Source: an optimization exercise on an open RTL-to-GDS flow (aim: small area). Production flows keep margins and buffers that such runs may drop. The RTL was checked by simulation tests, not by an equivalence proof against the original design. Power figures rest on the tool's default switching activity, not on a simulated workload.

Design vcSwitch, start of the top module:
module vcSwitch #(
  parameter int WORD_W = 8,
  parameter int DEPTH  = 8,
  parameter int CNT_W  = $clog2(DEPTH + 1)
) (
  input  logic                                       CLK,
  input  logic                                       arstN,
  input  logic                                       init,
  input  logic [CNT_W-1:0]                           lowThreshIn,
  input  logic [CNT_W-1:0]                           highThreshIn,
  input  flowCtrlPkg::chMask_t                       inPush,
  input  logic [flowCtrlPkg::NUM_CH-1:0][WORD_W-1:0] inData,
  output flowCtrlPkg::chMask_t                       creditReturn,
  input  flowCtrlPkg::chMask_t                       outPop,
  output logic [flowCtrlPkg::NUM_CH-1:0][WORD_W-1:0] outData,
  output flowCtrlPkg::chMask_t                       outEmpty,
  output logic                                       idle,
  output logic                                       initBusy,
  output flowCtrlPkg::chMask_t                       stbPause,
  output flowCtrlPkg::chMask_t                       stbContinue,
  output flowCtrlPkg::chMask_t                       error,
  output flowCtrlPkg::fsmState_e                     state
);
Size: ~1700 cells after synthesis, ~110 I/O pins, roughly 20000 um^2 of cells after synthesis.
clock: 5.0 ns
lec_check: 0
cap_margin: 0
core_margin: 2
core_utilization: 66
place_density: 0.75
slew_margin: 0
synth_hierarchical: 1
synth_minimum_keep_size: 0
standard.sh (not shown) runs the stock make flow with config.mk's settings and CLKGATE_MAP_FILE= SYNTH_SCRIPT=/design/flow/synth_recipe.tcl, a recipe that flattens the netlist after the stock synthesis.
==> flow/flow/run.sh <==
#!/bin/bash
# The standard layout, with these changes to what the tools are told:
#  - after the standard synthesis, combinational cells go to their smallest
#    drive strength (flow/downsize.py); the standard timing repair sizes the
#    critical ones back up
#  - port buffers are the smallest buffer cell instead of the tool's pick
#  - CTS inserts no dummy loads, and clusters sinks under large leaf buffers
set -euo pipefail
export BUFFER_PORTS_ARGS="-buffer_cell sky130_fd_sc_hd__buf_1"
export CTS_ARGS="-sink_clustering_enable -repair_clock_nets -dont_use_dummy_load -buf_list sky130_fd_sc_hd__clkbuf_16 -sink_clustering_size 30 -sink_clustering_max_diameter 80"
bash standard.sh synth > synth.log 2>&1
results=orfs/results/${FLOW_PLATFORM}/vcSwitch/base
lib=${FLOW_HOME}/platforms/${FLOW_PLATFORM}/lib/sky130_fd_sc_hd__tt_025C_1v80.lib
dont_use=$(sed -n '/DONT_USE_CELLS/,/^#/p' ${FLOW_HOME}/platforms/${FLOW_PLATFORM}/config.mk | grep -o 'sky130_fd_sc_hd__[a-z0-9_]*' || true)
cp ${results}/1_2_yosys.v synth_netlist.v
python3 flow/downsize.py ${results}/1_2_yosys.v ${lib} ${dont_use} > downsize.log 2>&1
bash standard.sh > standard.log 2>&1
Other scripts of this flow, unchanged in this note and not shown: flow/flow/downsize.py
Next try:
- CORE_UTILIZATION: 66 -> 72
- PLACE_DENSITY: 0.75 -> 0.8
The changed run ran to the end with no violations. Clock skew is about the same. Sequential power hardly moves. Worst setup slack gains 0.052 ns. Total power stays flat. Sequential cell count is unchanged. Routed wire length shrinks by 1.8%. Count of clock-buffer cells in the layout does not change. Design area barely changes. First-iteration DRC count grows by 15%. Synthesized area does not change. Sequential share of layout area grows by 0.13 points.

== oak ==
Another version of the RTL of vcSwitch (not shown whole).
Size in the first run: about 110 I/O pins, about 0.020 mm2 of cells after synthesis.
export LEC_CHECK = 0
export CAP_MARGIN = 0
export CORE_MARGIN = 2
export CORE_UTILIZATION = 40
export GPL_TIMING_DRIVEN = 0
export SLEW_MARGIN = 0
export SYNTH_HIERARCHICAL = 1
export SYNTH_MINIMUM_KEEP_SIZE = 0
create_clock -name core_clock -period 5.0 [get_ports {CLK}]
==> flow/flow/run.sh <==
#!/bin/bash
# The standard layout, with two changes to what the tools are told:
#  - port buffers are the smallest buffer cell instead of the tool's pick
#  - CTS inserts no dummy loads, and clusters sinks under large leaf buffers
set -euo pipefail
export BUFFER_PORTS_ARGS="-buffer_cell sky130_fd_sc_hd__buf_1"
export CTS_ARGS="-sink_clustering_enable -repair_clock_nets -dont_use_dummy_load -buf_list sky130_fd_sc_hd__clkbuf_16 -sink_clustering_size 30 -sink_clustering_max_diameter 80"
bash standard.sh > standard.log 2>&1
oak went all the way through synthesis, placement and routing and the layout is clean on timing, DRC and antenna.
Edits applied to the flow inputs when going from oak to pine:
- PLACE_DENSITY: unset -> 0.7
- GPL_TIMING_DRIVEN: 0 -> unset
- CORE_UTILIZATION: 40 -> 60
Results
- Run comparison: oak launching instance or port of the critical path gChan[0].inFifo_i.count[2]; pine launching instance or port of the critical path gChan[1].inFifo_i.count[1]
- Between pine and oak, the count of flip-flops and latches figures differ only marginally.
- Cmp pine vs oak: register-to-register slack lower in pine
- Peak clock frequency supported by timing: higher on oak
- Relative to oak, the layout-stage area growth over the synthesis result of pine is lower by 6.8 points.
- Relative to oak, detail-routed via count per cell has increased by 12% in pine.
- Across both runs, average wire per standard cell was higher for pine than for oak.
- Sequential power was higher in the run labelled pine.

## afterwards: timing with drivers on the ports
How much do the figures lean on ideal ports? The routed layouts below were timed once more, with nothing changed but the port constraints.
Step 1 (the two cells are an assumption about what drives the block):
set clk [get_ports {CLK}]
set_driving_cell -lib_cell sky130_fd_sc_hd__clkbuf_16 $clk
set_driving_cell -lib_cell sky130_fd_sc_hd__buf_2 [delete_from_list [all_inputs] $clk]
Step 2, shift: input delay + t, output delay - t, t = (earliest + latest rising clock arrival at the registers) / 2. This alone moves slack from input paths to output paths.
Slacks: ideal / step 1 / step 2; pairs: ideal / step 1.
run	t (ns)	setup WS [ns]	slew at the worst register clock pin (ns)
the first run of note 1	0.597	0.231 / 0.231 / 0.231	0.11 / 0.11
the second run of note 1	0.577	0.284 / 0.284 / 0.284	0.11 / 0.11
oak	0.630	0.216 / 0.216 / 0.216	0.11 / 0.11
pine	0.595	0.187 / 0.187 / 0.187	0.11 / 0.11
After both steps setup and hold are still met in every run listed.
